This design comes from an exercise in tuning for small area, a short achievable clock period and few clock cycles on the open sky130 flow, not from production work.
The RTL was checked by simulation tests, not by an equivalence proof against the original design.
Power figures rest on the tool's default switching activity, not on a simulated workload.

[run.sh]
#!/bin/bash
# synth_recipe.tcl (not shown) runs the flow's synth.tcl, then flattens the netlist and writes it again
# the make line also repeats each setting of config.mk as NAME=value (left out here)
make -C /OpenROAD-flow-scripts/flow DESIGN_CONFIG=/design/flow/config.mk WORK_HOME=/design/flow/orfs CLKGATE_MAP_FILE= SYNTH_SCRIPT=/design/flow/synth_recipe.tcl finish
[design.v]
package gaps_pkg;
  localparam int NENT = 43;
  localparam logic [1:0] DIR_E = 2'd0;   
  localparam logic [1:0] DIR_S = 2'd1;   
  localparam logic [1:0] DIR_W = 2'd2;   
  localparam logic [1:0] DIR_N = 2'd3;   
  function automatic logic [2:0] inc3(logic [2:0] x);
    inc3 = {x[2] ^ (x[1] & x[0]), x[1] ^ x[0], ~x[0]};
  endfunction
  function automatic logic [2:0] dec3(logic [2:0] x);
    dec3 = {x[2] ^ (~x[1] & ~x[0]), ~(x[1] ^ x[0]), ~x[0]};
  endfunction
  function automatic logic gt3(logic [2:0] a, logic [2:0] b);
    gt3 = (a[2] & ~b[2]) |
          (~(a[2] ^ b[2]) & ((a[1] & ~b[1]) | (~(a[1] ^ b[1]) & a[0] & ~b[0])));
  endfunction
  function automatic logic [5:0] step(logic [5:0] c, logic [1:0] d);
    case (d)
      2'd0:    step = {c[5:3], inc3(c[2:0])};
      2'd1:    step = {inc3(c[5:3]), c[2:0]};
      2'd2:    step = {c[5:3], dec3(c[2:0])};
      default: step = {dec3(c[5:3]), c[2:0]};
    endcase
  endfunction
endpackage
module grid_astar_path_search_unit #(
  parameter int GRID_SIDE = 8
) (
  input  logic       clk,
  input  logic       rst_n,
  input  logic       in_valid,
  output logic       in_ready,
  input  logic       in_func,
  input  logic [2:0] in_cell_row,
  input  logic [2:0] in_cell_col,
  input  logic       in_blocked,
  input  logic [2:0] in_start_row,
  input  logic [2:0] in_start_col,
  input  logic [2:0] in_goal_row,
  input  logic [2:0] in_goal_col,
  output logic       out_valid,
  input  logic       out_ready,
  output logic [2:0] out_path_row,
  output logic [2:0] out_path_col,
  output logic       out_found,
  output logic       out_last
);
  localparam int NE = gaps_pkg::NENT;
  typedef enum logic [2:0] {S_IDLE, S_STEP, S_POP, S_UPD, S_TRACE, S_EMIT} state_t;
  state_t      state;
  logic [63:0] wall;
  logic [63:0] sb1;             
  logic [63:0] sb0;             
  logic [63:0] par1, par0;      
  logic [5:0]  eid [NE];        
  logic        ecl [NE];        
  logic [5:0]  cnt;
  logic        fb;              
  logic [5:0]  cur, start, goal;
  logic [1:0]  cdir;
  logic [3:0]  pend;
  logic [5:0]  scan;
  logic        wr_v, wr_b;
  logic [5:0]  wr_a;
  logic [5:0]  out_cell;
  logic        out_v, out_f, out_l;
  logic [7:0]  rsel, csel, hE, hW, vS, vN;
  logic [7:0]  gcgt, grgt, gclt, grlt;
  logic [63:0] avail, hi;
  logic [7:0]  av_r, av_s, av_n, hi_r, hi_s, hi_n;
  logic [7:0]  p1_r, p1_s, p1_n, p0_r, p0_s, p0_n;
  logic [7:0]  acol [8];
  logic [7:0]  hcol [8];
  logic [7:0]  p1col [8];
  logic [7:0]  p0col [8];
  logic [1:0]  pnb [4];         
  logic [5:0]  nb [4];
  logic [3:0]  nlow, app, upd, wrn, nval;
  logic [3:0]  nlcls;
  always_comb begin
    for (int r = 0; r < 8; r++) begin
      gcgt[r] = goal[2:0] > 3'(r);
      grgt[r] = goal[5:3] > 3'(r);
      gclt[r] = goal[2:0] < 3'(r);
      grlt[r] = goal[5:3] < 3'(r);
    end
    hE   = {csel[6:0], 1'b0};
    hW   = {1'b0, csel[7:1]};
    vS   = {rsel[6:0], 1'b0};
    vN   = {1'b0, rsel[7:1]};
    avail = ~wall & ~sb1 & ~sb0;
    hi    = sb1 & (sb0 ^ {64{fb}});
    for (int k = 0; k < 8; k++) begin
      for (int r = 0; r < 8; r++) begin
        acol[k][r]  = avail[r*8+k];
        hcol[k][r]  = hi[r*8+k];
        p1col[k][r] = par1[r*8+k];
        p0col[k][r] = par0[r*8+k];
      end
      av_r[k] = |(rsel & acol[k]);
      av_s[k] = |(vS & acol[k]);
      av_n[k] = |(vN & acol[k]);
      hi_r[k] = |(rsel & hcol[k]);
      hi_s[k] = |(vS & hcol[k]);
      hi_n[k] = |(vN & hcol[k]);
      p1_r[k] = |(rsel & p1col[k]);
      p1_s[k] = |(vS & p1col[k]);
      p1_n[k] = |(vN & p1col[k]);
      p0_r[k] = |(rsel & p0col[k]);
      p0_s[k] = |(vS & p0col[k]);
      p0_n[k] = |(vN & p0col[k]);
    end
    app[0] = |(av_r & hE);
    app[1] = |(av_s & csel);
    app[2] = |(av_r & hW);
    app[3] = |(av_n & csel);
    upd[0] = |(hi_r & hE);
    upd[1] = |(hi_s & csel);
    upd[2] = |(hi_r & hW);
    upd[3] = |(hi_n & csel);
    pnb[0] = {|(p1_r & hE), |(p0_r & hE)};
    pnb[1] = {|(p1_s & csel), |(p0_s & csel)};
    pnb[2] = {|(p1_r & hW), |(p0_r & hW)};
    pnb[3] = {|(p1_n & csel), |(p0_n & csel)};
    for (int d = 0; d < 4; d++) nb[d] = gaps_pkg::step(cur, 2'(d));
    nlow[0] = |(csel & gcgt);
    nlow[1] = |(rsel & grgt);
    nlow[2] = |(csel & gclt);
    nlow[3] = |(rsel & grlt);
    for (int d = 0; d < 4; d++) begin
      upd[d]   = upd[d] && nlow[d];
      wrn[d]   = app[d] || upd[d];
      nlcls[d] = nlow[d] ? fb : !fb;
      nval[d]  = app[d] ? nlcls[d] : fb;
    end
  end
  logic [5:0] acmp0;            
  logic [2:0] napp;
  logic [6:0] bank [4];
  logic [3:0] bvld;
  logic [6:0] alast;
  logic       anya;
  logic [5:0] ida;
  logic [3:0] rk [4];           
  logic [3:0] bo [4];
  logic [3:0] bsel [4];         
  logic [3:0] flow;             
  logic [3:0] isl;              
  logic [3:0] sbank;            
  logic [1:0] c2;
  always_comb begin
    c2      = cnt[1:0];
    for (int b = 0; b < 4; b++) begin
      for (int r = 0; r < 4; r++) bo[b][r] = c2 == 2'(b - r);
    end
    rk[0] = {3'b000, app[0]};
    rk[1] = {2'b00, app[1] & app[0], app[1] & ~app[0]};
    rk[2] = {1'b0, app[2] & app[1] & app[0], app[2] & (app[1] ? ~app[0] : app[0]),
             app[2] & ~app[1] & ~app[0]};
    rk[3] = {app[3] & app[2] & app[1] & app[0],
             app[3] & (app[2] ? (app[1] ? ~app[0] : app[0]) : (app[1] & app[0])),
             app[3] & (app[2] ? (~app[1] & ~app[0]) : (app[1] ? ~app[0] : app[0])),
             app[3] & ~app[2] & ~app[1] & ~app[0]};
    napp    = 3'(app[0] + app[1] + app[2] + app[3]);
    for (int d = 0; d < 4; d++) begin
      for (int b = 0; b < 4; b++) bsel[d][b] = |(rk[d] & bo[b]);
    end
    flow[0] = app[0] & nlow[0];
    flow[1] = app[1] & nlow[1] & ~(app[0] & nlow[0]);
    flow[2] = app[2] & nlow[2] & ~(app[0] & nlow[0]) & ~(app[1] & nlow[1]);
    flow[3] = app[3] & nlow[3] & ~(app[0] & nlow[0]) & ~(app[1] & nlow[1]) & ~(app[2] & nlow[2]);
    anya    = |(app & nlow);
    isl[3]  = app[3];
    isl[2]  = app[2] & ~app[3];
    isl[1]  = app[1] & ~app[2] & ~app[3];
    isl[0]  = app[0] & ~app[1] & ~app[2] & ~app[3];
    ida     = '0;
    alast   = '0;
    for (int b = 0; b < 4; b++) begin
      bank[b]  = '0;
      bvld[b]  = 1'b0;
      sbank[b] = 1'b0;
    end
    for (int d = 0; d < 4; d++) begin
      ida   = ida | ({6{flow[d]}} & nb[d]);
      alast = alast | ({7{isl[d]}} & {nb[d], nlcls[d]});
      for (int b = 0; b < 4; b++) begin
        bank[b]  = bank[b] | ({7{bsel[d][b]}} & {nb[d], nlcls[d]});
        bvld[b]  = bvld[b] | bsel[d][b];
        sbank[b] = sbank[b] | (bsel[d][b] & (anya ? flow[d] : rk[d][0]));
      end
    end
    acmp0 = {6{app[0]}} & nb[0] | {6{app[1] & ~app[0]}} & nb[1] |
            {6{app[2] & ~app[1] & ~app[0]}} & nb[2] | {6{app[3] & ~app[2] & ~app[1] & ~app[0]}} & nb[3];
  end
  logic [NE-1:0] vld, low, sele, win, pre, lowpre, rd_oh, eclv;
  logic [NE-1:0] eidb [6];
  logic          anye;
  logic [5:0]    pop_id;
  logic [NE:0]   cnt_oh;
  logic [NE-1:0] sfx;
  logic [5:0]    rd_id;
  logic          rd_cl;
  always_comb begin
    for (int i = 0; i <= NE; i++) cnt_oh[i] = cnt == 6'(i);
    sfx = cnt_oh[NE:1];
    for (int l = 0; (1 << l) < NE; l++) begin
      for (int i = 0; i < NE; i++) begin
        if ((((NE - 1 - i) >> l) % 2 == 1)) sfx[i] = sfx[i] | sfx[NE - (((NE - 1 - i) >> l) << l)];
      end
    end
    vld = sfx;
    for (int i = 0; i < NE; i++) begin
      win[i] = cnt_oh[i] | ((i >= 1) ? cnt_oh[(i + NE) % (NE + 1)] : 1'b0) |
               ((i >= 2) ? cnt_oh[(i + NE - 1) % (NE + 1)] : 1'b0) |
               ((i >= 3) ? cnt_oh[(i + NE - 2) % (NE + 1)] : 1'b0);
      low[i] = ecl[i] == fb;    
    end
    pre = low;
    for (int l = 0; (1 << l) < NE; l++) begin
      for (int i = 0; i < NE; i++) begin
        if ((i >> l) % 2 == 1) pre[i] = pre[i] | pre[((i >> l) << l) - 1];
      end
    end
    lowpre = {pre[NE-2:0], 1'b0};
    sele   = low & ~lowpre & vld;
    anye   = |sele;
    for (int i = 0; i < NE; i++) rd_oh[i] = (state == S_UPD) ? (scan == 6'(i)) : cnt_oh[i+1];
    for (int b = 0; b < 6; b++) begin
      for (int i = 0; i < NE; i++) eidb[b][i] = eid[i][b];
      pop_id[b] = |(sele & eidb[b]);
      rd_id[b]  = |(rd_oh & eidb[b]);
    end
    for (int i = 0; i < NE; i++) eclv[i] = ecl[i];
    rd_cl = |(rd_oh & eclv);
  end
  logic          cnt_nz, s_app, tot_nz;
  logic [NE-1:0] s_oh;
  logic [6:0]    last_new;
  logic [5:0]    nxt_id;
  logic          nxt_flip;
  always_comb begin
    cnt_nz   = !cnt_oh[0];
    tot_nz   = cnt_nz || (|app);
    s_app    = !anye && (anya || !cnt_nz);
    nxt_flip = !anye && !anya;
    for (int i = 0; i < NE; i++) begin
      s_oh[i] = anye ? sele[i] : ((i == 0) && !anya && cnt_nz);
      if (s_app && win[i] && sbank[i % 4]) s_oh[i] = 1'b1;
    end
    last_new = (|app) ? alast : {rd_id, rd_cl};
    if (anye)             nxt_id = pop_id;
    else if (anya)        nxt_id = ida;
    else if (cnt_nz)      nxt_id = eid[0];
    else                  nxt_id = acmp0;
  end
  logic [3:0] hit;
  always_comb begin
    for (int d = 0; d < 4; d++) hit[d] = pend[d] && (rd_id == nb[d]);
  end
  logic [1:0] pa, pb;
  logic [5:0] tb_cell, tc_cell, sec_s;
  logic       at_goal, at_start, b_start, gwall;    
  assign pa = {|(p1_r & csel), |(p0_r & csel)};
  assign tb_cell  = gaps_pkg::step(cur, pa);
  assign pb       = pnb[pa];
  assign tc_cell  = gaps_pkg::step(tb_cell, pb);
  assign at_start = cur == start;
  assign b_start  = tb_cell == start;
  assign sec_s    = gaps_pkg::step(cur, cdir);
  assign gwall    = wall[goal];
  logic trace_step, expand, merged_pop;
  assign trace_step = (state == S_TRACE) || ((state == S_STEP) && at_goal);
  assign expand     = (state == S_STEP) && !at_goal && !gwall;
  assign merged_pop = expand && !(|upd) && tot_nz;
  logic [3:0] pw;
  logic [7:0] hwr, vwr, hval, vval;
  always_comb begin
    for (int d = 0; d < 4; d++) begin
      pw[d] = expand ? wrn[d] : (trace_step && !at_start && (pa == 2'(d)));
    end
    hwr  = (hE & {8{pw[0]}}) | (hW & {8{pw[2]}});
    vwr  = (vS & {8{pw[1]}}) | (vN & {8{pw[3]}});
    hval = (hE & {8{nval[0]}}) | (hW & {8{nval[2]}});
    vval = (vS & {8{nval[1]}}) | (vN & {8{nval[3]}});
  end
  always_ff @(posedge clk) begin
    if (!rst_n) begin
      wall <= '0;
      wr_v <= 1'b0;
    end else begin
      wr_v <= in_valid && in_ready && (in_func == 1'b0);
      if (wr_v) wall[wr_a] <= wr_b;
    end
    wr_a <= {in_cell_row, in_cell_col};
    wr_b <= in_blocked;
  end
  logic [7:0] nwr_r [8];
  logic [7:0] nv_r [8];
  logic [7:0] np1_r [8];
  logic [7:0] np0_r [8];
  logic [7:0] cur_r [8];
  always_comb begin
    for (int r = 0; r < 8; r++) begin
      nwr_r[r] = ({8{rsel[r]}} & hwr) | ({8{vwr[r]}} & csel);
      nv_r[r]  = ({8{rsel[r]}} & hval) | ({8{vval[r]}} & csel);
      np1_r[r] = ({8{rsel[r]}} & hE) | ({8{vS[r]}} & csel);
      np0_r[r] = {8{vwr[r]}} & csel;
      cur_r[r] = {8{rsel[r]}} & csel;
    end
  end
  always_ff @(posedge clk) begin
    for (int r = 0; r < 8; r++) begin
      if (!rst_n || (state == S_IDLE) || (state == S_EMIT)) begin
        sb1[r*8 +: 8] <= '0;
        sb0[r*8 +: 8] <= '0;
      end else if (expand) begin
        sb1[r*8 +: 8] <= (sb1[r*8 +: 8] & ~cur_r[r] & ~nwr_r[r]) | (nwr_r[r] & ~cur_r[r]);
        sb0[r*8 +: 8] <= (sb0[r*8 +: 8] & ~cur_r[r] & ~nwr_r[r]) | cur_r[r] |
                         (nwr_r[r] & nv_r[r] & ~cur_r[r]);
      end
    end
  end
  always_ff @(posedge clk) begin
    for (int r = 0; r < 8; r++) begin
      par1[r*8 +: 8] <= (par1[r*8 +: 8] & ~nwr_r[r] & ~({8{trace_step}} & cur_r[r])) |
                        (nwr_r[r] & np1_r[r]) |
                        ({8{trace_step & cdir[1]}} & cur_r[r] & ~nwr_r[r]);
      par0[r*8 +: 8] <= (par0[r*8 +: 8] & ~nwr_r[r] & ~({8{trace_step}} & cur_r[r])) |
                        (nwr_r[r] & np0_r[r]) |
                        ({8{trace_step & cdir[0]}} & cur_r[r] & ~nwr_r[r]);
    end
  end
  always_ff @(posedge clk) begin
    for (int i = 0; i < NE; i++) begin
      if (state == S_POP) begin
        if (sele[i] || (!anye && i == 0)) begin
          eid[i] <= rd_id;
          ecl[i] <= rd_cl;
        end
      end else if (expand) begin
        if (merged_pop && s_oh[i]) begin
          eid[i] <= last_new[6:1];
          ecl[i] <= last_new[0];
        end else if (win[i] && bvld[i % 4]) begin
          eid[i] <= bank[i % 4][6:1];
          ecl[i] <= bank[i % 4][0];
        end
      end else if (state == S_UPD) begin
        if (rd_oh[i] && (|hit)) ecl[i] <= fb;
      end
    end
  end
  logic [5:0] cur_n, goal_n;
  always_comb begin
    cur_n = cur;
    unique case (state)
      S_STEP: if (!at_goal && !gwall && tot_nz && !(|upd)) cur_n = nxt_id;
      S_POP:  if (!cnt_oh[0]) cur_n = anye ? pop_id : eid[0];
      S_EMIT: if (!(out_v && out_ready && out_l) && (!out_v || out_ready)) cur_n = gaps_pkg::step(cur, pa);
      default: cur_n = cur;
    endcase
    goal_n = goal;
    if (in_valid && in_ready && in_func) begin
      cur_n  = {in_start_row, in_start_col};
      goal_n = {in_goal_row, in_goal_col};
    end
    if (trace_step) begin
      if ((at_start || b_start) && at_goal) begin
        cur_n = cur;
      end else if (at_start || b_start) begin
        if (!out_v || out_ready) begin
          cur_n = at_start ? gaps_pkg::step(sec_s, pnb[cdir]) : gaps_pkg::step(cur, cdir);
        end else begin
          cur_n = at_start ? sec_s : cur;
        end
      end else begin
        cur_n = tc_cell;
      end
    end
  end
  always_ff @(posedge clk) begin
    if (rst_n) begin
      cur     <= cur_n;
      at_goal <= cur_n == goal_n;
      for (int r = 0; r < 8; r++) begin
        rsel[r] <= cur_n[5:3] == 3'(r);
        csel[r] <= cur_n[2:0] == 3'(r);
      end
    end
  end
  always_ff @(posedge clk) begin
    if (!rst_n) begin
      state <= S_IDLE;
      out_v <= 1'b0;
      cnt   <= '0;
    end else begin
      unique case (state)
        S_IDLE: begin
        end
        S_STEP: begin
          if (at_goal) begin
          end else if (gwall || !(tot_nz || (|upd))) begin
            out_cell <= '0;
            out_f    <= 1'b0;
            out_l    <= 1'b1;
            out_v    <= 1'b1;
            state    <= S_EMIT;
          end else if (|upd) begin
            cnt   <= 6'(cnt + 6'(napp));
            pend  <= upd;
            scan  <= '0;
            state <= S_UPD;
          end else begin
            cnt <= 6'(cnt + 6'(napp) - 6'd1);
            if (nxt_flip) fb <= !fb;
          end
        end
        S_POP: begin
          if (cnt == '0) begin
            out_cell <= '0;
            out_f    <= 1'b0;
            out_l    <= 1'b1;
            out_v    <= 1'b1;
            state    <= S_EMIT;
          end else begin
            cnt <= 6'(cnt - 6'd1);
            if (!anye) fb <= !fb;
            state <= S_STEP;
          end
        end
        S_UPD: begin
          pend <= pend & ~hit;
          scan <= 6'(scan + 6'd1);
          if (((pend & ~hit) == '0) || (scan == 6'(NE - 1))) state <= S_POP;
        end
        S_TRACE: begin
          if (out_v && out_ready) out_v <= 1'b0;
        end
        S_EMIT: begin
          if (out_v && out_ready && out_l) begin
            out_v <= 1'b0;
            state <= S_IDLE;
          end else if (!out_v || out_ready) begin
            out_cell <= cur;
            out_l    <= cur == goal;
            out_v    <= 1'b1;
          end
        end
        default: state <= S_IDLE;
      endcase
      if (in_valid && in_ready && in_func) begin
        start <= {in_start_row, in_start_col};
        goal  <= {in_goal_row, in_goal_col};
        cnt   <= '0;
        fb    <= 1'b0;
        state <= S_STEP;
      end
      if (trace_step) begin
        if (at_start && at_goal) begin
          out_cell <= cur;
          out_f    <= 1'b1;
          out_l    <= 1'b1;
          out_v    <= 1'b1;
          state    <= S_EMIT;
        end else if (b_start && at_goal) begin
          out_cell <= tb_cell;
          out_f    <= 1'b1;
          out_l    <= 1'b0;
          out_v    <= 1'b1;
          state    <= S_EMIT;
        end else if (at_start || b_start) begin
          if (!out_v || out_ready) begin
            out_cell <= at_start ? sec_s : cur;
            out_l    <= at_start && (sec_s == goal);
            out_v    <= 1'b1;
          end
          state <= S_EMIT;
        end else begin
          if (at_goal) begin
            out_cell <= start;
            out_f    <= 1'b1;
            out_l    <= 1'b0;
            out_v    <= 1'b1;
          end
          cdir  <= pb ^ 2'd2;
          state <= S_TRACE;
        end
      end
    end
  end
  assign in_ready     = (state == S_IDLE) || (out_v && out_l && out_ready);
  assign out_valid    = out_v;
  assign out_path_row = out_cell[5:3];
  assign out_path_col = out_cell[2:0];
  assign out_found    = out_f;
  assign out_last     = out_l;
endmodule
[config.mk]
export PLATFORM = sky130hd
export DESIGN_NAME = grid_astar_path_search_unit
export DESIGN_NICKNAME = grid_astar_path_search_unit
export VERILOG_FILES = /design/flow/design.v
export SDC_FILE = /design/flow/constraint.sdc
export NUM_CORES = 4
export LEC_CHECK = 0
export ABC_AREA = 1
export CAP_MARGIN = 20
export CORE_MARGIN = 2
export CORE_UTILIZATION = 35
export SETUP_SLACK_MARGIN = 3.5
export SLEW_MARGIN = 20
[constraint.sdc]
create_clock -name core_clock -period 8.0 [get_ports {clk}]
set_input_delay 1.6000 -clock core_clock [delete_from_list [all_inputs] [get_ports {clk}]]
set_output_delay 1.6000 -clock core_clock [all_outputs]
set_load 0.01 [all_outputs]
==> results of run 1 <==
-- timing repair --
item,CTS,global route
resized for setup,514,589
pin swaps,86,113
setup endpoints to repair,914,831
hold endpoints to repair,0,0
cloned,21,22
buffers inserted,191,134
-- layer usage --
| metal | routed length [µm] | part of all wire, % | up-vias |
|---|---|---|---|
| met5 | 424 | 0.12 | - |
| met4 | 22400 | 6.3 | 24 |
| met3 | 53900 | 15 | 1178 |
| met2 | 141000 | 40 | 6041 |
| met1 | 139000 | 39 | 35361 |
| li1 | - | - | 32337 |
-- critical path, delay by kind of cell (launching register included) --
kind	cells	cell delay, ns
compound gates	2	0.37
fa+ha+maj	1	0.19
buf+inv	8	1.16
flops	1	0.39
simple gates	16	2.20
-- state kept, by name, indices dropped and copies added (netlist names), 2 cells and up --
name      cells
sb1          64
wall         64
state         3
ecl          43
out_cell      6
wr_a          6
eid         258
cdir          2
start         6
par1         64
cnt           6
pend          4
csel          8
par0         64
scan          6
goal          6
cur           6
sb0          64
rsel          8
-- synthesized netlist by cell type, types with 17 or more instances --
library cell and number:
nor3_1 53, dfxtp_1 338, buf_2 91, nand3_1 822
nand4_1 317, edfxtp_1 357, buf_4 19, inv_1 755
o22ai_1 177, buf_6 57, a211oi_1 33, ha_1 30
xor2_1 42, a31oi_1 46, buf_1 44, clkinv_1 19
a21oi_1 310, nand2_1 3273, nand2_2 68, nor2_1 1049
xnor2_1 40, o21ai_0 660, o21ai_1 366, clkbuf_1 303
nor2_2 17, o211ai_1 71
-- final cells by class --
class / instances / area [µm²]
Fill cell: 17481 / 93700
Multi-Input combinational cell: 7599 / 38900
Sequential cell: 695 / 17500
Timing Repair Buffer: 539 / 5750
Inverter: 791 / 3170
Tap cell: 2189 / 2740
Clock buffer: 118 / 2520
Clock inverter: 47 / 619
Timing Repair inverter: 3 / 52.6
Antenna cell: 19 / 47.5
-- cells by family after synthesis --
group | Yosys count | synth area share (%)
and+or+nand+nor | 5678 | 41.1
buffers and inverters | 1311 | 9.67
adders and majority gates | 33 | 0.748
xor gates and xnor gates | 88 | 1.40
AOI/OAI and AO/OA | 1779 | 17.0
DFF | 695 | 30.0
-- power by group --
part           switching, W  internal, W
logic                0.0174      0.00676
clock network       0.00194      0.00256
registers          0.000671      0.00494
-- metrics by stage --
stage | instances | total power [W]
final | 12000 | 0.0343
after global routing | 11982 | 0.0352
after CTS | 11825 | 0.0314
after detailed placement | 11448 | 0.0247
after global placement | 11447 | 0.0246
after floorplan | 9584 | 0.0163
-- worst max-delay path by stage --
stage | end | slack, ns | start
2_1_floorplan | eid[42][0] | 3.96 | cnt[0]
3_3_place_gp | eid[42][3] | 1.57 | cnt[1]
3_5_place_dp | eid[42][2] | 1.56 | cnt[1]
4_1_cts | at_goal | 3.43 | rsel[0]
5_1_grt | ecl[28] | 3.27 | cnt[0]
6_report | eid[4][1] | 3.26 | cnt[1]
==> metrics.md, run 1 <==
| Metric | Value |
|---|---|
| Routed WL per cell | 29.7 µm |
| Final hold vios | 0 |
| Main area contributors after synthesis | nand2_1 21%, edfxtp_1 18%, dfxtp_1 12%, nand3_1 7.1%, nor2_1 6.8% |
| Largest area contributor in the netlist | nand2_1 |
| Worst Max-Slew Pin Slew | 1.19 ns |
| Post-route cell area | 71300 µm² |
| Num CTS Buffers | 89 |
| Post-synthesis register bit count | 695 |
| Final wirelength | 357 mm |
| GRT met2 Usage | 55.4% |
| R2r worst-path depth | 27 |
| RSZ-0062 raised after global routing | yes |
| Post-synth EDFFs | 357 |
| Register area share after synthesis | 30.0% |
| CTS Buffer Depth | 3 |
| Worst path max stage delay | 0.39 ns |
| Via count | 74941 |
| Min-delay src | wall[43] |
| Pre-Repair DR Iteration Count | 12 |
| Commonest non-fill, non-tap cell in the layout | nand2_1 |
| Initial antenna violation count | 18 |
| Max-slew violations | 0 |
| Crit path DAT | 5.20 ns |
| Busiest grt layer | met2 |
| Most frequent cells in the layout | 3059 x nand2_1, 930 x nor2_1, 752 x nand3_1 |
| Hold WS | 0.499 ns |
| Hpwl dp | 241 mm |
| Slew HR | 20.4% |
| Share of the synthesized area in the top cell type | 21.1% |
| Final Setup Violations | 0 |
| Mapped Cells | 9584 |
| Setup ws final | 3.26 ns |
| TNS Setup | 0 ns |
| Synth Net Count | 9641 |
| Critical path launch point type | flop |
| Largest net degree at the start of global routing | 91 |
| Placement Setup Slack | 1.56 ns |
| PD cells | 481 nW/µm² |
| Vias in the first global route | 65735 |
| Clk slew on worst S/H paths | 0.07 ns |
| Share of cells above drive strength 1 | 15.8% |
| Syn avg cell area | 6.07 µm² |
| Via-per-instance ratio | 6.25 |
| Fin crit share | 59.2% |
| Run status | finished clean |
| Critical path class | flop to flop |
| Total Routing Usage GR | 39.9% |
| Yosys cell types | 75 |
| Sink Count | 695 |
| Yosys warning count | 19 |
| Die area | 170000 µm² |
| Hold Buf Count CTS | 0 |
| CTS tree | yes |
| Die Wd | 412 µm |
| DRC errors left | 0 |
| Std cell rows | 149 |
| Core box area | 165000 µm² |
| M1 GR Usage | 53.7% |
| Peak VDD IR | 563 µV |
| Met3 Track Usage GR | 13.8% |
| Worst-path fanout max | 7 |
| Starting Density | 35.3% |
| Cell Area, Placed | 60300 µm² |
| Main synth FF type | edfxtp_1 |
| Worst endpoint required time | 8.47 ns |
| Reg2reg end | eid[4][1] |
| Die height | 412 µm |
| Worst path slowest cell | dfxtp_4 |
| Gr ovfl total | 0 |
| IO buf count | 33 |
| First-pass GRT wire length | 487 mm |
| Worst skew pair latency | 0.79 ns |
| RD Place Congestion | 1.05 |
| Pleak | 32.9 nW |
| FMAX | 0.211 GHz |
| HP Class | flop to flop |
| ANT nets after route | 0 |
| Post-synth ARST share | 0% |
| Layout area overhead | 22.5% |
| Worst hold stages | 2 |
| CP endpoint kind | flop |
| Root Buffer | clkbuf_16 |
| Tmin final | 4.74 ns |
| Post-route core utilization | 43.2% |
| CTS H-tree lvls | 3 |
| Final Net Count | 9775 |
| R2R Setup Slk | 3.26 ns |
| I/O pin total | 34 |
| Hold endpoint | wall[43] |
| Reg-to-Reg Start | cnt[1] |
| Max-Cap Viols | 0 |
| Cell Area, Synth | 58200 µm² |
| Iteration-0 DRC Markers | 12745 |
| Setup Skew | 0.0552 ns |
Testbench counts, summed over its fixed seeds: cycles 6,672.
==> run 2: changes to the inputs <==
--- a/config.mk
+++ b/config.mk
@@ -8,3 +8,3 @@
 export ABC_AREA = 1
-export CAP_MARGIN = 20
+export CAP_MARGIN = 40
 export CORE_MARGIN = 2
@@ -12,2 +12,2 @@
 export SETUP_SLACK_MARGIN = 3.5
-export SLEW_MARGIN = 20
+export SLEW_MARGIN = 30
==> metrics.md, run 2 <==
| Metric | Value |
|---|---|
| Starting Density | 35.3% |
| Final wirelength | 358 mm |
| Total Routing Usage GR | 39.7% |
| Final hold vios | 0 |
| Main area contributors after synthesis | nand2_1 21%, edfxtp_1 18%, dfxtp_1 12%, nand3_1 7.1%, nor2_1 6.8% |
| Yosys cell types | 75 |
| Max-slew violations | 0 |
| Worst skew pair latency | 0.79 ns |
| Via count | 74770 |
| Mapped Cells | 9584 |
| Crit path DAT | 5.16 ns |
| Worst Max-Slew Pin Slew | 1.01 ns |
| Clk slew on worst S/H paths | 0.06 ns |
| Layout area overhead | 22.0% |
| Run status | finished clean |
| Num CTS Buffers | 91 |
| Most frequent cells in the layout | 3112 x nand2_1, 932 x nor2_1, 774 x nand3_1 |
| Post-synth EDFFs | 357 |
| Iteration-0 DRC Markers | 12663 |
| List of most frequent post-synthesis cells | 3273 x nand2_1, 1049 x nor2_1, 822 x nand3_1 |
| Main synth FF type | edfxtp_1 |
| Critical path class | flop to flop |
| Worst-path fanout max | 8 |
| Yosys warning count | 19 |
| Initial antenna violation count | 21 |
| Critical path launch point type | flop |
| Flop pwr share | 16.4% |
| HP Class | flop to flop |
| Die height | 412 µm |
| Peak VDD IR | 417 µV |
| Commonest non-fill, non-tap cell in the layout | nand2_1 |
| Root Buffer | clkbuf_16 |
| Logic gate share of total power | 70.3% |
| Die Wd | 412 µm |
| Sw power | 0.0199 W |
| Final Setup Violations | 0 |
| Top-count cell post-synth | nand2_1 |
| Slew HR | 32.4% |
| PD cells | 481 nW/µm² |
| Hold Buf Count CTS | 0 |
| CTS Buffer Depth | 3 |
| Gr ovfl total | 0 |
| Vias in the first global route | 65151 |
| Pre-Repair DR Iteration Count | 9 |
| Clock share of power | 13.3% |
| Largest net degree at the start of global routing | 91 |
| Share of cells above drive strength 1 | 14.6% |
| Synth Net Count | 9641 |
| Max FFs per register | 258 |
| RSZ-0062 raised after global routing | yes |
| Syn avg cell area | 6.07 µm² |
| Die area | 170000 µm² |
| Hpwl dp | 245 mm |
| Std cell rows | 149 |
| R2R Setup Slk | 3.32 ns |
| I/O pin total | 34 |
| Tmin final | 4.68 ns |
| RD Place Congestion | 1.05 |
| Post-synth ARST share | 0% |
| Sink Count | 695 |
| Post-synthesis register bit count | 695 |
| Pwr Total | 0.0341 W |
| Max-Cap Viols | 0 |
| Pleak | 32.9 nW |
| Fin crit share | 58.5% |
| First-pass GRT wire length | 485 mm |
| IO buf count | 33 |
| ANT nets after route | 0 |
| Via-per-instance ratio | 6.22 |
| Power Internal | 0.0143 W |
| Core box area | 165000 µm² |
| Final Net Count | 9793 |
| TNS Setup | 0 ns |
| Sw Ratio | 58.2% |
| Worst endpoint required time | 8.48 ns |
| Setup Skew | 0.0397 ns |
| Cell Area, Synth | 58200 µm² |
| CTS tree | yes |
| Routed WL per cell | 29.8 µm |
| CP endpoint kind | flop |
| Register area share after synthesis | 30.0% |
| FMAX | 0.214 GHz |
| CTS H-tree lvls | 3 |
| Share of the synthesized area in the top cell type | 21.1% |
| DRC errors left | 0 |
| Largest area contributor in the netlist | nand2_1 |
| Largest Register | eid |
-- run 2: cell types whose count changed in the layout (fill, tap and decap cells not counted), moves of 9 or more --
cell	delta
buf_12	-9
buf_4	+23
buf_6	-14
nand2_1	+53
nand2_2	-39
nand2_4	-14
nand3_1	+22
nand3_2	-27
o21ai_0	+42
o21ai_1	+22
o21ai_2	-63
-- run 2: layout make-up --
cell class	count	area [µm²]
fillers	17405	94000
multi-input cells	7596	38300
flip-flops and latches	695	17500
repair buffers	557	5940
inverters	791	3180
well taps	2189	2740
clock buffers	118	2460
clock inverters	53	729
repair inverters	4	85.1
diodes	18	45.0
-- run 2: final timing paths --
kind / from / endpoint / cells past startpoint
max: cnt[0] / eid[28][4] / 25
min: wall[35] / wall[35] / 2
max reg2reg: cnt[0] / eid[28][4] / 25
min reg2reg: wall[35] / wall[35] / 2
-- run 2: routing by layer --
metal / track usage (%) / wire length (µm)
met1: 53.8 / 138000
met3: 13.5 / 55800
met2: 55.3 / 141000
met5: 0 / 89
met4: 20.1 / 22700
-- run 2: worst max-delay path: stages (launching register included) --
cell       delay [ns]
dfxtp_4          0.38
inv_4            0.06
ha_4             0.19
buf_12           0.17
o211ai_1         0.38
nand2_1          0.18
nor2_4           0.19
nand2_8          0.18
inv_16           0.14
nand3_4          0.13
nand2_4          0.12
nand2_4          0.05
nor2_4           0.17
nand2_2          0.11
nor2_4           0.30
nand3_4          0.14
buf_12           0.19
clkinv_16        0.10
nand2_8          0.13
a21oi_4          0.29
nand2_2          0.13
nand2_4          0.13
nand2_8          0.08
clkbuf_16        0.18
o21ai_2          0.10
o21ai_1          0.07
-- run 2: power by group through the flow --
stage	clock network (W)	logic (W)	registers (W)
2_1_floorplan	0	0.0110	0.00532
3_3_place_gp	0	0.0189	0.00565
3_5_place_dp	0	0.0193	0.00563
4_1_cts	0.00455	0.0211	0.00555
5_1_grt	0.00468	0.0247	0.00563
6_report	0.00455	0.0240	0.00559
-- run 2: timing repair --
item                                   CTS  global route
endpoints found under the hold margin    0             0
setup endpoints to repair              907           833
pin swaps                               58           108
gates cloned                            20            23
setup buffers                          118           186
gates resized for setup                428           476
-- run 2: cells by family (layout without fill, tap and decap cells) --
group / after synthesis / count (layout) / synth area share (%)
AOI/OAI and AO/OA: 1779 / 1779 / 17.0
xor gates and xnor gates: 88 / 88 / 1.40
adders and majority gates: 33 / 33 / 0.748
buffers and inverters: 1311 / 1523 / 9.67
DFF: 695 / 695 / 30.0
other: 0 / 18 / 0
and+or+nand+nor: 5678 / 5696 / 41.1
-- run 2: stage by stage --
stage / hold WS [ns] / cells / area [µm²] / worst slack, ns / utilization (%)
after floorplan: 0.450 / 9584 / 58200 / 3.96 / -
after global placement: 0.462 / 11447 / 60300 / 1.57 / 36.5
after detailed placement: 0.482 / 11483 / 60800 / 1.62 / 36.9
after CTS: 0.490 / 11792 / 67000 / 3.40 / 40.6
after global routing: 0.520 / 12003 / 71000 / 3.34 / 43.0
final: 0.501 / 12021 / 71000 / 3.32 / 43.0
==> run 3: changes to the inputs <==
--- a/config.mk
+++ b/config.mk
@@ -8,3 +8,3 @@
 export ABC_AREA = 1
-export CAP_MARGIN = 40
+export CAP_MARGIN = 20
 export CORE_MARGIN = 2
@@ -12,2 +12,3 @@
 export SETUP_SLACK_MARGIN = 3.5
-export SLEW_MARGIN = 30
+export SLEW_MARGIN = 20
+export TNS_END_PERCENT = 5
==> metrics.md, run 3 <==
| Metric | Value |
|---|---|
| Via count | 74485 |
| Post-route core utilization | 42.2% |
| CP endpoint kind | flop |
| Total Routing Usage GR | 39.8% |
| Routed WL per cell | 29.9 µm |
| Main area contributors after synthesis | nand2_1 21%, edfxtp_1 18%, dfxtp_1 12%, nand3_1 7.1%, nor2_1 6.8% |
| Final wirelength | 357 mm |
| Worst path max stage delay | 0.54 ns |
| Final Net Count | 9708 |
| ANT nets after route | 0 |
| Synth Net Count | 9641 |
| Pleak | 32.3 nW |
| Main synth FF type | edfxtp_1 |
| Syn avg cell area | 6.07 µm² |
| Placement Setup Slack | 1.56 ns |
| CTS H-tree lvls | 3 |
| Busiest grt layer | met2 |
| Num CTS Buffers | 89 |
| Yosys warning count | 19 |
| RD Place Congestion | 1.05 |
| Most frequent cells in the layout | 3135 x nand2_1, 945 x nor2_1, 783 x nand3_1 |
| List of most frequent post-synthesis cells | 3273 x nand2_1, 1049 x nor2_1, 822 x nand3_1 |
| Max-Cap Viols | 0 |
| Max-slew violations | 0 |
| GRT met2 Usage | 55.5% |
| Most numerous cell on the critical path | nand2_1 |
| Tmin final | 4.85 ns |
| Cell Area, Placed | 60300 µm² |
| Yosys cell types | 75 |
| Gr ovfl total | 0 |
| FMAX | 0.206 GHz |
| PD cells | 487 nW/µm² |
| Cell Area, Synth | 58200 µm² |
| Crit-path cells | inv_4 > nor2_4 > nand3_1 > nor2_1 > nor2_4 > buf_4 > o21ai_0 > nor2_1 > nand2_1 > nor2_2 > nand3_2 > nand2_1 > nand2_4 > clkinvlp_4 > o21ai_1 > nand2_1 > nand2_1 |
| RSZ-0062 raised after global routing | yes |
| Largest area contributor in the netlist | nand2_1 |
| Setup Skew | 0.0587 ns |
| Peak VDD IR | 561 µV |
| Largest Register | eid |
| M1 GR Usage | 53.9% |
| Worst Max-Slew Pin Slew | 1.21 ns |
| Post-route cell area | 69600 µm² |
| IO buf count | 33 |
| Clk slew on worst S/H paths | 0.07 ns |
| Share of cells above drive strength 1 | 13.2% |
| DRC errors left | 0 |
| Hold Buf Count CTS | 0 |
| Pre-Repair DR Iteration Count | 9 |
| Pwr Total | 0.0339 W |
| Iteration-0 DRC Markers | 12647 |
| Top-count cell post-synth | nand2_1 |
| Final hold vios | 0 |
| Worst path slowest cell | dfxtp_2 |
| HP Class | flop to flop |
| Post-synth EDFFs | 357 |
| Worst Path Buf+Inv | 3 |
| Final Setup Violations | 0 |
| TNS Setup | 0 ns |
| CTS Buffer Depth | 3 |
| Slew HR | 19.7% |
| Fin crit share | 60.7% |
| Die area | 170000 µm² |
| Commonest non-fill, non-tap cell in the layout | nand2_1 |
| Worst-path fanout max | 20 |
| Setup ws final | 3.15 ns |
| Die height | 412 µm |
| Cell family with most CP delay | simple AND/OR/NAND/NOR gates |
| Std cell rows | 149 |
| Via-per-instance ratio | 6.24 |
| Sink Count | 695 |
| I/O pin total | 34 |
| Share of the synthesized area in the top cell type | 21.1% |
| Initial antenna violation count | 23 |
| Critical path class | flop to flop |
| Post-synth ARST share | 0% |
| Crit path DAT | 5.44 ns |
| Max FFs per register | 258 |
| Largest net degree at the start of global routing | 91 |
| Die Wd | 412 µm |
| Worst skew pair latency | 0.80 ns |
| Met3 Track Usage GR | 13.5% |
| Filler cells | 17634 |
| First-pass GRT wire length | 486 mm |
| Worst endpoint required time | 8.58 ns |
| Core box area | 165000 µm² |
| Run status | finished clean |
| Root Buffer | clkbuf_16 |
| Vias in the first global route | 65559 |
| Hpwl dp | 241 mm |
| CTS tree | yes |
| Critical path launch point type | flop |
| Post-synthesis register bit count | 695 |
| Register area share after synthesis | 30.0% |
| Layout area overhead | 19.6% |
| Mapped Cells | 9584 |
| Starting Density | 35.3% |
-- run 3: cell counts after synthesis --
Identical to the previous run, type by type.
-- run 3: logic make-up (layout without fill, tap and decap cells) --
group                      after synthesis  after routing  synth area share (%)
and+or+nand+nor                       5678           5691                  41.1
AOI/OAI and AO/OA                     1779           1780                  17.0
buffers and inverters                 1311           1438                  9.67
DFF                                    695            695                  30.0
xor gates and xnor gates                88             88                  1.40
adders and majority gates               33             33                 0.748
other                                    0             14                     0
-- run 3: through the flow --
step / std cells / hold slack, ns
final: 11928 / 0.498
after global routing: 11916 / 0.514
after CTS: 11804 / 0.492
after detailed placement: 11448 / 0.484
after global placement: 11447 / 0.462
after floorplan: 9584 / 0.450
-- run 3: path summary, 6_finish.rpt --
kind	from	end	slack [ns]	cells past startpoint
worst max register to register	cnt[4]	eid[25][3]	3.15	17
worst min-delay path	wall[52]	wall[52]	0.50	2
worst min register to register	wall[52]	wall[52]	0.50	2
worst max-delay path	cnt[4]	eid[25][3]	3.15	17
-- run 3: what timing repair did --
action / in CTS / in global routing
pin swaps: 80 / 74
cloned: 21 / 13
setup buffers: 170 / 97
setup endpoints to repair: 914 / 851
resized for setup: 468 / 318
-- run 3: worst min-delay path: stages (launching register included) --
cell and delay (ns):
dfxtp_1 0.31, nor2_1 0.10, a211oi_1 0.04
-- run 3: final cells by class --
cell class              instances  area [µm²]  share of cell area [%]
multi-input cells            7592       38000                    54.5
repair inverters                5        67.6                  0.0970
clock inverters                47         619                   0.889
well taps                    2189        2740                    3.93
inverters                     791        3170                    4.55
flip-flops and latches        695       17500                    25.1
diodes                         14        35.0                  0.0503
repair buffers                477        5010                    7.19
clock buffers                 118        2520                    3.61
-- run 3: power breakdown --
part	leakage (nW)	switching, W	internal (W)
clock	1.53	0.00194	0.00256
combinational	24.7	0.0173	0.00654
sequential	6.04	0.000670	0.00494
total	32.3	0.0199	0.0140
-- run 3: per-layer routing --
metal / up-vias / routed length, µm
li1: 32160 / -
met1: 35103 / 138000
met2: 6016 / 140000
met3: 1188 / 55600
met4: 18 / 22700
met5: - / 187
==> run 4: changes to the inputs <==
--- a/config.mk
+++ b/config.mk
@@ -10,4 +10,4 @@
 export CORE_MARGIN = 2
-export CORE_UTILIZATION = 35
-export SETUP_SLACK_MARGIN = 3.5
+export CORE_UTILIZATION = 40
+export SETUP_SLACK_MARGIN = 3
 export SLEW_MARGIN = 20
==> metrics.md, run 4 <==
| Metric | Value |
|---|---|
| Yosys cell types | 75 |
| Main synth FF type | edfxtp_1 |
| Tmin final | 5.27 ns |
| Area occupied by multi-input gates | 36400 µm² |
| Vias in the first global route | 64713 |
| Worst-path fanout max | 78 |
| List of most frequent post-synthesis cells | 3273 x nand2_1, 1049 x nor2_1, 822 x nand3_1 |
| Final Net Count | 9513 |
| Sw Ratio | 58.8% |
| Initial antenna violation count | 17 |
| Mapped Cells | 9584 |
| Sequential Area | 17500 µm² |
| Largest net degree at the start of global routing | 115 |
| Post-synthesis register bit count | 695 |
| Final wirelength | 348 mm |
| Pre-Repair DR Iteration Count | 6 |
| Critical path launch point type | flop |
| CTS tree | yes |
| Synth Net Count | 9641 |
| Die height | 386 µm |
| Share of the synthesized area in the top cell type | 21.1% |
| Gr ovfl total | 0 |
| Syn avg cell area | 6.07 µm² |
| Main area contributors after synthesis | nand2_1 21%, edfxtp_1 18%, dfxtp_1 12%, nand3_1 7.1%, nor2_1 6.8% |
| ANT nets after route | 0 |
| IO buf count | 33 |
| Largest Register | eid |
| Cell Area, Synth | 58200 µm² |
| I/O pin total | 34 |
| RSZ-0062 raised after global routing | yes |
| Flop pwr share | 18.0% |
| Pleak | 30.2 nW |
| Most frequent cells in the layout | 3211 x nand2_1, 998 x nor2_1, 805 x nand3_1 |
| Clock share of power | 13.4% |
| Post-synth ARST share | 0% |
| CTS H-tree lvls | 3 |
| Register area share after synthesis | 30.0% |
| Via count | 71769 |
| Max FFs per register | 258 |
| Hpwl dp | 245 mm |
| Hold WS | 0.491 ns |
| Filler cells | 15357 |
| Clk slew on worst S/H paths | 0.06 ns |
| RD Place Congestion | 1.08 |
| Via-per-instance ratio | 6.27 |
| Final hold vios | 0 |
| Placement Setup Slack | 1.68 ns |
| Starting Density | 40.4% |
| Critical path class | flop to flop |
| Slew HR | 21.5% |
| CP endpoint kind | flop |
| Worst Max-Slew Pin Slew | 1.18 ns |
| Worst endpoint required time | 8.43 ns |
| Commonest non-fill, non-tap cell in the layout | nand2_1 |
| Routed WL per cell | 30.4 µm |
| Core box area | 144000 µm² |
| Iteration-0 DRC Markers | 10125 |
| CTS Buffer Depth | 3 |
| Run status | finished clean |
| Num CTS Buffers | 88 |
| Share of cells above drive strength 1 | 8.97% |
| Final Setup Violations | 0 |
| Logic gate share of total power | 68.6% |
| Setup ws final | 2.73 ns |
| Worst skew pair latency | 0.75 ns |
| HP Class | flop to flop |
| First-pass GRT wire length | 481 mm |
| Yosys warning count | 19 |
| DRC errors left | 0 |
| Largest area contributor in the netlist | nand2_1 |
| Layout area overhead | 12.0% |
| Fin crit share | 65.8% |
| Crit path DAT | 5.70 ns |
| Std cell rows | 139 |
| PD cells | 480 nW/µm² |
| FMAX | 0.190 GHz |
| Total Routing Usage GR | 45.1% |
| Die Wd | 386 µm |
| Peak VDD IR | 439 µV |
| Max-slew violations | 0 |
| Top-count cell post-synth | nand2_1 |
| Post-synth EDFFs | 357 |
| Hold Buf Count CTS | 0 |
| Sink Count | 695 |
| Power Internal | 0.0129 W |
| Die area | 149000 µm² |
| Setup Skew | 0.0495 ns |
| TNS Setup | 0 ns |
| Sw power | 0.0184 W |
| Root Buffer | clkbuf_16 |
| Max-Cap Viols | 0 |
[run 4: power by group through the flow]
stage               logic, W  clock network [W]  registers (W)
floorplan             0.0110                  0        0.00532
global placement      0.0189                  0        0.00567
detailed placement    0.0190                  0        0.00567
CTS                   0.0197            0.00419        0.00559
global route          0.0222            0.00432        0.00565
finish                0.0215            0.00419        0.00562
[run 4: kinds of logic (layout without fill, tap and decap cells)]
family | count (synthesis) | count (layout) | share of synthesized area (%)
compound gates | 1779 | 1780 | 17.0
xor+xnor | 88 | 88 | 1.40
fa+ha+maj | 33 | 33 | 0.748
buf+inv | 1311 | 1250 | 9.67
flops | 695 | 695 | 30.0
other cells | 0 | 13 | 0
simple gates | 5678 | 5681 | 41.1
[run 4: area by class of cell]
| type | count | area share (%) |
|---|---|---|
| Multi-Input combinational cell | 7582 | 55.9 |
| Clock inverter | 33 | 0.618 |
| Inverter | 791 | 4.74 |
| Tap cell | 1903 | 3.65 |
| Timing Repair inverter | 2 | 0.0250 |
| Sequential cell | 695 | 26.8 |
| Antenna cell | 13 | 0.0499 |
| Clock buffer | 128 | 3.85 |
| Timing Repair Buffer | 296 | 4.34 |
[run 4: through the flow]
step	util (%)	cell area [µm²]	power (W)	std cells
final	45.3	65200	0.0313	11443
after global routing	45.2	65200	0.0322	11433
after CTS	44.4	64000	0.0295	11377
after detailed placement	41.7	60100	0.0247	11168
after global placement	41.7	60000	0.0245	11167
after floorplan	-	58200	0.0163	9584
[run 4: repair_timing]
item,4_1_cts,5_1_grt
resized for setup,142,183
endpoints found under the setup margin,872,865
gates cloned,7,4
setup buffers,41,49
pin swaps,19,20
[run 4: worst paths after layout]
check	from	endpoint	slack, ns	cells after the start
min	wall[43]	wall[43]	0.49	2
min reg2reg	wall[43]	wall[43]	0.49	2
max reg2reg	rsel[2]	eid[31][4]	2.73	22
max	rsel[2]	eid[31][4]	2.73	22
[run 4: worst max-delay path: stages (launching register included)]
cell and delay (ns):
edfxtp_1 0.41, buf_12 0.20, nand3_1 0.23, nand2_1 0.10, nor2_1 0.09, nand2_1 0.14, nand2_1 0.11, nand2_1 0.14
nor2_1 0.17, nand2_2 0.18, buf_4 0.24, nor2_2 0.28, nand2_1 0.28, o21ai_1 0.47, inv_1 0.17, nand2_1 0.09
inv_1 0.09, nand3_1 0.35, buf_4 0.30, nand2_1 0.25, nand3_1 0.16, nand3_1 0.09, inv_1 0.21
[run 4: per-layer routing]
metal  global-route usage [%]  wire, µm
met4                     40.8     39000
met2                     68.7    147000
met1                     53.1    123000
met5                    0.130        99
met3                     10.0     38500

afterwards: timing with drivers on the ports:
Ports are ideal in the flow. The routed layouts listed here were re-timed in OpenROAD. Step 1, drivers: a clkbuf_16 drives clk and a buf_2 each remaining input, both assumed. Step 2 also shifts input and output timing later by t, the mid clock arrival at the registers, as if the neighbouring blocks saw the same clock. Three values: ideal ports, drivers, drivers and shift; two values: the first two.
run	shift t [ns]	slack for setup (ns)	cell pins on the clock port's net
run 1	0.863	3.262 / 3.262 / 3.249	1
run 2	0.857	3.317 / 3.317 / 3.197	1
run 3	0.851	3.147 / 3.147 / 3.147	1
run 4	0.809	2.732 / 2.732 / 2.732	1
After both steps every run listed still meets setup and hold. For run 2, which loses most, drivers alone change the setup slack by 0.000 ns; drivers and shift together by -0.120 ns.
